This is an optimization exercise on Yosys and OpenROAD, whose aim is small area, a short achievable clock period and few clock cycles per item, not a production implementation. At most, simulation tests tie the RTL to the original design; equivalence was not proved. Power figures rest on the tool's default switching activity, not on a simulated workload.

==> run D: inputs <==
## tolerant_run_length_encoder_core
module tolerant_run_length_encoder_core #(
    parameter int RUN_DEPTH = 16
) (
    input  logic                          i_clk,
    input  logic                          i_rst_n,
    input  logic                          i_s_tvalid,
    output logic                          o_s_tready,
    input  logic [47:0]                   i_s_tdata,
    output logic                          o_m_tvalid,
    input  logic                          i_m_tready,
    output logic [31:0]                   o_m_tdata,
    output logic                          o_m_tlast,
    input  logic                          i_cfg_we,
    input  logic [trle_pkg::CFG_AW-1:0]   i_cfg_addr,
    input  logic [trle_pkg::CFG_DW-1:0]   i_cfg_wdata
);
    localparam int SW = trle_pkg::SAMPLE_W;
    localparam int CW = trle_pkg::COUNT_W;
    localparam int TW = trle_pkg::TIME_W;
    localparam int AW = $clog2(RUN_DEPTH);
    localparam int PW = AW + 1;
    logic [SW-1:0]   r_iv;         
    logic            r_dz;         
    logic            r_rel;        
    logic [AW-1:0]   r_limm1;      
    logic [TW-1:0]   r_alive;
    logic [SW+1:0]   r_d3;         
    logic            r_ib_v;
    logic [SW-1:0]   r_s;
    logic [TW-1:0]   r_now;
    logic [AW-1:0]   r_T;          
    logic [PW-1:0]   r_tail;       
    logic [PW-1:0]   r_commit;     
    logic [PW-1:0]   r_head;       
    logic            r_room2;      
    logic            r_room1;      
    logic [TW-1:0]   r_F;          
    logic [TW:0]     r_G;          
    logic            r_gdirty;     
    logic [CW-1:0]   r_cnt;        
    logic [SW-1:0]   r_v;          
    logic [SW-1:0]   r_lo;         
    logic [SW:0]     r_hp;
    logic [SW+1:0]   r_hpd;        
    logic [SW:0]     r_lod;        
    logic            r_fixa;       
    logic            r_fixb;       
    logic            r_bv;         
    logic            r_rcq;        
    logic            r_wen;
    logic [AW-1:0]   r_wpos;
    logic [RUN_DEPTH-1:0] r_last;
    logic [RUN_DEPTH-1:0] r_zero;
    logic            r_ov;
  ...
Settings: LEC_CHECK=0, CAP_MARGIN=20, CORE_MARGIN=2, CORE_UTILIZATION=40, SETUP_SLACK_MARGIN=4.0, SLEW_MARGIN=20; clock period 7.0 ns.
run.sh (not shown) runs the stock make flow with config.mk's settings and CLKGATE_MAP_FILE= SYNTH_SCRIPT=/design/flow/synth_recipe.tcl, a recipe that flattens the netlist after the stock synthesis.
==> run A (differences from run D) <==
--- a/flow/design.v
+++ b/flow/design.v
@@ -177,52 +177,47 @@
     logic [RUN_DEPTH-1:0] r_zero;
     logic            r_ov;
     logic            r_avail;      
     logic [31:0]     r_od;
     logic            r_ol;
     logic [SW-1:0]   w_d;
     logic            w_go;
-    logic            r_fv;         
-    logic            w_redo;       
-    logic            w_event;      
     logic            w_ld;
     assign w_d  = {r_iv[SW-1:1], r_iv[0] | r_dz};
-    assign w_go = r_ib_v && r_fv && r_bv && (r_room2 || (r_room1 && (r_T != '0)));
+    assign w_go = r_ib_v && r_bv && !r_gdirty && (r_room2 || (r_room1 && (r_T != '0)));
     assign o_s_tready = !r_ib_v || w_go;
-    logic            r_c1, r_c2, r_c3, r_c4;   
-    logic            r_rin;        
-    logic            r_a0;         
-    logic            r_oup, r_odn, r_orel;
-    logic            w_age;
+    logic            w_ge_f, w_ge_g, w_age;
+    assign w_ge_f = (r_now >= r_F);
+    assign w_ge_g = (r_now >= r_G[TW-1:0]);
+    assign w_age  = w_ge_f ? (!r_G[TW] && w_ge_g) : (!r_G[TW] || w_ge_g);
     logic [TW-1:0]   w_gx;
     logic [TW:0]     w_gsum;
     assign w_gx   = r_gdirty ? r_F : r_now;
     assign w_gsum = {1'b0, w_gx} + {1'b0, r_alive} + (TW+1)'(1);
     logic            w_tz;
-    logic            w_in;
+    logic            w_in_lo, w_in_hi, w_in;
     logic [SW+1:0]   w_hpd;
+    logic [SW:0]     w_lod;
     logic            w_up, w_dn;
     logic            w_join, w_zrec, w_agel, w_app;
     logic [PW-1:0]   w_Tn;
     logic            w_cfl;
     logic [PW-1:0]   w_pos;
     logic [PW-1:0]   w_tailm1;
     logic [PW-1:0]   w_tail_n;
     logic [CW-1:0]   w_cnt_n;
     logic            w_far;
     assign w_tz    = (r_T == '0);
+    assign w_in_lo = (r_s >= r_lo);
+    assign w_in_hi = ({1'b0, r_s} < r_hp);
+    assign w_in    = w_in_lo && w_in_hi;
     assign w_hpd   = r_hpd + {2'b00, w_d};
-    assign w_in    = r_orel ? r_rin :
-                     r_oup  ? (r_c3 && !r_c4) :
-                     r_odn  ? (r_c1 && !r_c2) : (r_c2 && !r_c3);
-    assign w_up    = r_oup  ? 1'b0 :
-                     r_odn  ? (r_c2 && !r_c3) : (r_c3 && !r_c4);
-    assign w_dn    = r_oup  ? (r_c2 && !r_c3) :
-                     r_odn  ? 1'b0 : (r_c1 && !r_c2);
-    assign w_age   = r_a0;
+    assign w_lod   = r_lod - {1'b0, w_d};
+    assign w_up    = !w_in_hi && ({2'b00, r_s} < r_hpd);
+    assign w_dn    = !w_in_lo && (r_lod[SW] || (r_s >= r_lod[SW-1:0]));
     assign w_join  = !w_age && !w_tz && w_in;
     assign w_zrec  = w_age && w_tz;
     assign w_agel  = w_age && !w_tz;
     assign w_app   = !w_join;
     assign w_Tn    = w_join ? PW'(r_T) : (w_age ? PW'(1) : PW'(r_T) + PW'(1));
     assign w_cfl   = w_join ? (r_T > r_limm1) :
                      w_age  ? (r_limm1 == '0) : (r_T >= r_limm1);
@@ -232,63 +227,18 @@
     assign w_cnt_n = !w_join ? CW'(1) :
                      (r_cnt == trle_pkg::COUNT_MAX) ? r_cnt : r_cnt + CW'(1);
     assign w_far   = !r_rel && !w_in && !w_up && !w_dn;
     logic [SW-1:0]   w_src;
     logic [SW:0]     w_rsub;
     logic [SW-1:0]   w_rlo;
     logic [SW:0]     w_rhp;
-    assign w_src  = r_s;
+    assign w_src  = r_rcq ? r_v : r_s;
     assign w_rsub = {1'b0, w_src} - {1'b0, r_iv};
     assign w_rlo  = w_rsub[SW] ? '0 : w_rsub[SW-1:0];
     assign w_rhp  = {1'b0, w_src} + {1'b0, r_iv} + (SW+1)'(1);
-    logic            w_rsel;
-    logic [SW-1:0]   w_cs;
-    logic [TW-1:0]   w_cnow;
-    logic [SW+1:0]   w_lodd;       
-    logic            w_ge_f0, w_ge_g0;
-    assign w_rsel  = r_ib_v && !r_fv;
-    assign w_cs    = w_rsel ? r_s   : i_s_tdata[SW-1:0];
-    assign w_cnow  = w_rsel ? r_now : i_s_tdata[SW +: TW];
-    assign w_lodd  = {r_lod[SW], r_lod} - {2'b00, w_d};
-    assign w_ge_f0 = (w_cnow >= r_F);
-    assign w_ge_g0 = (w_cnow >= r_G[TW-1:0]);
-    assign w_event = r_rcq || w_div_done || r_fixa || r_gdirty;
-    assign w_redo  = r_ib_v && !r_fv && r_bv;
-    always_ff @(posedge i_clk) begin
-        if (o_s_tready || w_redo) begin
-            r_c1  <= r_lod[SW] || (w_cs >= r_lod[SW-1:0]);
-            r_c2  <= (w_cs >= r_lo);
-            r_c3  <= ({1'b0, w_cs} >= r_hp);
-            r_c4  <= ({2'b00, w_cs} >= r_hpd);
-            r_rin <= (w_cs >= w_rlo) && ({1'b0, w_cs} < w_rhp);
-            r_a0  <= w_ge_f0 ? (!r_G[TW] && w_ge_g0) : (!r_G[TW] || w_ge_g0);
-        end
-    end
-    always_ff @(posedge i_clk) begin
-        if (!i_rst_n) begin
-            r_fv   <= 1'b0;
-            r_oup  <= 1'b0;
-            r_odn  <= 1'b0;
-            r_orel <= 1'b0;
-        end else begin
-            if (o_s_tready) begin
-                r_fv   <= !w_event && !(w_go && ((w_app && w_far) || w_age || w_cfl));
-                r_oup  <= w_go && w_app && !r_rel && !w_in && w_up;
-                r_odn  <= w_go && w_app && !r_rel && !w_in && !w_up && w_dn;
-                r_orel <= w_go && w_app && r_rel;
-            end else if (w_redo) begin
-                r_fv   <= !w_event;
-                r_oup  <= 1'b0;
-                r_odn  <= 1'b0;
-                r_orel <= 1'b0;
-            end else if (w_event) begin
-                r_fv   <= 1'b0;
-            end
-        end
-    end
     logic            w_div_start;
     logic [SW-1:0]   w_rem;
     logic            w_div_done;
     logic [SW-1:0]   w_base;
     assign w_div_start = (w_go && w_app && w_far) || (r_rcq && !r_rel);
     trle_rem u_rem (
         .i_clk      (i_clk),
@@ -346,19 +296,15 @@
                 default: begin
                 end
             endcase
         end
     end
     always_ff @(posedge i_clk) begin
         if (o_s_tready) begin
-            if (i_s_tvalid) begin
-                r_s <= i_s_tdata[SW-1:0];
-            end else if (!(w_go && w_app)) begin
-                r_s <= r_v;
-            end
+            r_s   <= i_s_tdata[SW-1:0];
             r_now <= i_s_tdata[SW +: TW];
         end
     end
     always_ff @(posedge i_clk) begin
         if (!i_rst_n) begin
             r_ib_v <= 1'b0;
         end else if (o_s_tready) begin
@@ -449,15 +395,15 @@
                     r_hp  <= r_hpd[SW:0];
                     r_hpd <= w_hpd;
                     r_lod <= {1'b0, r_lo};
                 end else if (w_dn) begin
                     r_lo  <= r_lod[SW-1:0];
                     r_hp  <= {1'b0, r_lo};
                     r_hpd <= {1'b0, r_hp};
-                    r_lod <= w_lodd[SW:0];
+                    r_lod <= w_lod;
                 end else begin
                     r_bv <= 1'b0;
                 end
             end
             if (r_rcq) begin
                 r_rcq  <= 1'b0;
                 r_fixa <= 1'b0;
@@ -472,15 +418,15 @@
                 r_lo   <= w_base;
                 r_hpd  <= {2'b00, w_base};
                 r_lod  <= {1'b0, w_base};
                 r_fixa <= 1'b1;
             end else if (r_fixa) begin
                 r_hp   <= w_hpd[SW:0];
                 r_hpd  <= w_hpd;
-                r_lod  <= w_lodd[SW:0];
+                r_lod  <= w_lod;
                 r_fixa <= 1'b0;
                 r_fixb <= 1'b1;
                 r_bv   <= 1'b1;
             end
             if (i_cfg_we && ((i_cfg_addr == trle_pkg::CFG_INTERVAL) ||
                              (i_cfg_addr == trle_pkg::CFG_RELATIVE))) begin
                 r_bv   <= 1'b0;
- CTS_BUF_LIST: not set -> sky130_fd_sc_hd__clkbuf_8
- CTS_CLUSTER_SIZE: not set -> 24
- SETUP_SLACK_MARGIN: 4.0 -> 3.5
==> run Z (differences from run D) <==
--- a/flow/design.v
+++ b/flow/design.v
@@ -161,18 +161,15 @@
     logic [TW-1:0]   r_F;          
     logic [TW:0]     r_G;          
     logic            r_gdirty;     
     logic [CW-1:0]   r_cnt;        
     logic [SW-1:0]   r_v;          
     logic [SW-1:0]   r_lo;         
     logic [SW:0]     r_hp;
-    logic [SW+1:0]   r_hpd;        
-    logic [SW:0]     r_lod;        
     logic            r_fixa;       
-    logic            r_fixb;       
     logic            r_bv;         
     logic            r_rcq;        
     logic            r_wen;
     logic [AW-1:0]   r_wpos;
     logic [RUN_DEPTH-1:0] r_last;
     logic [RUN_DEPTH-1:0] r_zero;
     logic            r_ov;
@@ -206,15 +203,15 @@
     logic            w_cfl;
     logic [PW-1:0]   w_pos;
     logic [PW-1:0]   w_tailm1;
     logic [PW-1:0]   w_tail_n;
     logic [CW-1:0]   w_cnt_n;
     logic            w_far;
     assign w_tz    = (r_T == '0);
-    assign w_hpd   = r_hpd + {2'b00, w_d};
+    assign w_hpd   = {1'b0, r_hp} + {2'b00, w_d};
     assign w_in    = r_orel ? r_rin :
                      r_oup  ? (r_c3 && !r_c4) :
                      r_odn  ? (r_c1 && !r_c2) : (r_c2 && !r_c3);
     assign w_up    = r_oup  ? 1'b0 :
                      r_odn  ? (r_c2 && !r_c3) : (r_c3 && !r_c4);
     assign w_dn    = r_oup  ? (r_c2 && !r_c3) :
                      r_odn  ? 1'b0 : (r_c1 && !r_c2);
@@ -239,30 +236,30 @@
     assign w_src  = r_s;
     assign w_rsub = {1'b0, w_src} - {1'b0, r_iv};
     assign w_rlo  = w_rsub[SW] ? '0 : w_rsub[SW-1:0];
     assign w_rhp  = {1'b0, w_src} + {1'b0, r_iv} + (SW+1)'(1);
     logic            w_rsel;
     logic [SW-1:0]   w_cs;
     logic [TW-1:0]   w_cnow;
-    logic [SW+1:0]   w_lodd;       
+    logic [SW:0]     w_lodd;       
     logic            w_ge_f0, w_ge_g0;
     assign w_rsel  = r_ib_v && !r_fv;
     assign w_cs    = w_rsel ? r_s   : i_s_tdata[SW-1:0];
     assign w_cnow  = w_rsel ? r_now : i_s_tdata[SW +: TW];
-    assign w_lodd  = {r_lod[SW], r_lod} - {2'b00, w_d};
+    assign w_lodd  = {1'b0, r_lo} - {1'b0, w_d};
     assign w_ge_f0 = (w_cnow >= r_F);
     assign w_ge_g0 = (w_cnow >= r_G[TW-1:0]);
     assign w_event = r_rcq || w_div_done || r_fixa || r_gdirty;
     assign w_redo  = r_ib_v && !r_fv && r_bv;
     always_ff @(posedge i_clk) begin
         if (o_s_tready || w_redo) begin
-            r_c1  <= r_lod[SW] || (w_cs >= r_lod[SW-1:0]);
+            r_c1  <= w_lodd[SW] || (w_cs >= w_lodd[SW-1:0]);
             r_c2  <= (w_cs >= r_lo);
             r_c3  <= ({1'b0, w_cs} >= r_hp);
-            r_c4  <= ({2'b00, w_cs} >= r_hpd);
+            r_c4  <= ({2'b00, w_cs} >= w_hpd);
             r_rin <= (w_cs >= w_rlo) && ({1'b0, w_cs} < w_rhp);
             r_a0  <= w_ge_f0 ? (!r_G[TW] && w_ge_g0) : (!r_G[TW] || w_ge_g0);
         end
     end
     always_ff @(posedge i_clk) begin
         if (!i_rst_n) begin
             r_fv   <= 1'b0;
@@ -419,78 +416,61 @@
         end else begin
             r_room2 <= w_ld ? w_le15 : w_le14;
             r_room1 <= w_ld ? w_le16 : w_le15;
         end
     end
     always_ff @(posedge i_clk) begin
         if (!i_rst_n) begin
-            r_v   <= '0;
-            r_lo  <= '0;
-            r_hp  <= (SW+1)'(1);
-            r_hpd <= (SW+2)'(2);
-            r_lod <= '1;
+            r_v    <= '0;
+            r_lo   <= '0;
+            r_hp   <= (SW+1)'(1);
             r_fixa <= 1'b0;
-            r_fixb <= 1'b0;
-            r_bv  <= 1'b1;
-            r_rcq <= 1'b0;
-            r_d3  <= (SW+2)'(3);
+            r_bv   <= 1'b1;
+            r_rcq  <= 1'b0;
+            r_d3   <= (SW+2)'(3);
         end else begin
-            r_fixb <= 1'b0;
-            if (r_fixb) begin
-                r_hpd <= w_hpd;
-            end
             if (w_go && w_app) begin
                 r_v <= r_s;
                 if (r_rel) begin
                     r_lo <= w_rlo;
                     r_hp <= w_rhp;
                 end else if (w_in) begin
                 end else if (w_up) begin
-                    r_lo  <= r_hp[SW-1:0];
-                    r_hp  <= r_hpd[SW:0];
-                    r_hpd <= w_hpd;
-                    r_lod <= {1'b0, r_lo};
+                    r_lo <= r_hp[SW-1:0];
+                    r_hp <= w_hpd[SW:0];
                 end else if (w_dn) begin
-                    r_lo  <= r_lod[SW-1:0];
-                    r_hp  <= {1'b0, r_lo};
-                    r_hpd <= {1'b0, r_hp};
-                    r_lod <= w_lodd[SW:0];
+                    r_lo <= w_lodd[SW-1:0];
+                    r_hp <= {1'b0, r_lo};
                 end else begin
                     r_bv <= 1'b0;
                 end
             end
             if (r_rcq) begin
                 r_rcq  <= 1'b0;
                 r_fixa <= 1'b0;
-                r_fixb <= 1'b0;
                 r_d3   <= {2'b00, w_d} + {1'b0, w_d, 1'b0};
                 if (r_rel) begin
                     r_lo <= w_rlo;
                     r_hp <= w_rhp;
                     r_bv <= 1'b1;
                 end
             end else if (w_div_done) begin
                 r_lo   <= w_base;
-                r_hpd  <= {2'b00, w_base};
-                r_lod  <= {1'b0, w_base};
+                r_hp   <= {1'b0, w_base};
                 r_fixa <= 1'b1;
             end else if (r_fixa) begin
                 r_hp   <= w_hpd[SW:0];
-                r_hpd  <= w_hpd;
-                r_lod  <= w_lodd[SW:0];
                 r_fixa <= 1'b0;
-                r_fixb <= 1'b1;
                 r_bv   <= 1'b1;
             end
             if (i_cfg_we && ((i_cfg_addr == trle_pkg::CFG_INTERVAL) ||
                              (i_cfg_addr == trle_pkg::CFG_RELATIVE))) begin
                 r_bv   <= 1'b0;
                 r_rcq  <= 1'b1;
                 r_fixa <= 1'b0;
-                r_fixb <= 1'b0;
             end
         end
     end
     logic            r_f_app;      
     logic            r_f_cfl;      
     logic            r_f_setm1;    
     logic            r_f_zrec;     
==> comparison table <==
item                                                                                          run D       run Z       run A
Combinational share of power                                                                  36.4%       37.8%       35.4%
Endpoint of the worst hold-timing path                                                      r_G[10]     r_G[19]     r_G[28]
Inverters excl. clock                                                                           272         236         277
Postcts setup bufs                                                                              211         112          88
Area of the die                                                                          131000 um2  126000 um2  126000 um2
Compound-gate portion of the synthesized area                                                 14.2%       13.1%       13.1%
Global-route track usage on met3                                                              5.37%       4.20%       3.88%
Arrival time of data at the critical path endpoint                                          4290 ps     4680 ps     2200 ps
Worst R2R End                                                                                 r_rin       r_rin    r_hp[14]
Layout sequential cell count                                                                    937         901         927
Detailed-routing wirelength on met1                                                         74.1 mm     62.9 mm     65.3 mm
Width of the die                                                                             362 um      355 um      354 um
Sequential cell area fraction in the yosys report                                             48.8%       49.5%       50.5%
Tapcell count                                                                                  1662        1625        1625
Clock transition at the register clock pins on the worst setup and hold paths after CTS       70 ps       60 ps       60 ps
Leakage power figure                                                                        23.9 nW     21.6 nW     21.3 nW
Clock-net power                                                                           0.00561 W   0.00519 W   0.00501 W
Result of the run                                                          timing/DRC/antenna clean  timing/DRC/antenna clean  timing/DRC/antenna clean
Sequential logic power                                                                    0.00660 W   0.00638 W   0.00678 W
Met3 routed wirelength                                                                      15.5 mm     9.86 mm     11.2 mm
Worst setup slack for register-to-register paths                                            3180 ps     2740 ps     3420 ps
Delay of the slowest cell on the worst path                                                  400 ps      410 ps      350 ps
Number of iterations in the first detailed-routing pass                                           8           5           6
Share of synthesized area spent on multiplexers                                               10.2%       10.9%       9.64%
Relative slew slack                                                                           20.1%       23.3%       13.9%
Met2 Track Usage GR                                                                           40.6%       36.0%       36.2%
Buffer count excluding the clock tree in the final layout                                       532         376         383
Testbench counts of run A, summed over its fixed seeds: cycles 14,731, words 12,800.
Function not checked in run D and run Z: the RTL went through the layout flow alone.

==> port drivers added, routing unchanged <==
The flow's constraints put no driver on any port. The routed layouts listed below were extracted and timed again, unchanged, in two steps. Step 1 assumes that a clkbuf_16 drives the clock port and a buf_2 every other input. Step 2 adds t to the input delays and takes it off the output delays; t is the mean of the earliest and latest rising clock arrival at the registers after step 1. Input paths then give back, and output paths get back, about the clock's delay inside the block. Slacks: ideal ports / drivers / drivers and shift; pairs: ideal ports / drivers.
run | t (ns) | slack for setup (ns) | latest minus earliest clock arrival (ns) | worst register clock-pin slew, ns | worst data-port slew with drivers (ns)
run D | 0.793 | 3.184 / 3.184 / 2.931 | 0.055 / 0.056 | 0.07 / 0.07 | 0.05
run A | 0.925 | 3.404 / 3.334 / 2.651 | 0.066 / 0.067 | 0.07 / 0.07 | 0.06
run Z | 0.765 | 2.742 / 2.742 / 2.742 | 0.038 / 0.038 | 0.07 / 0.07 | 0.07
After both steps every run listed still meets setup and hold. The setup slack of run A, which loses most, moves by -0.070 ns with the drivers and by -0.753 ns with both steps.
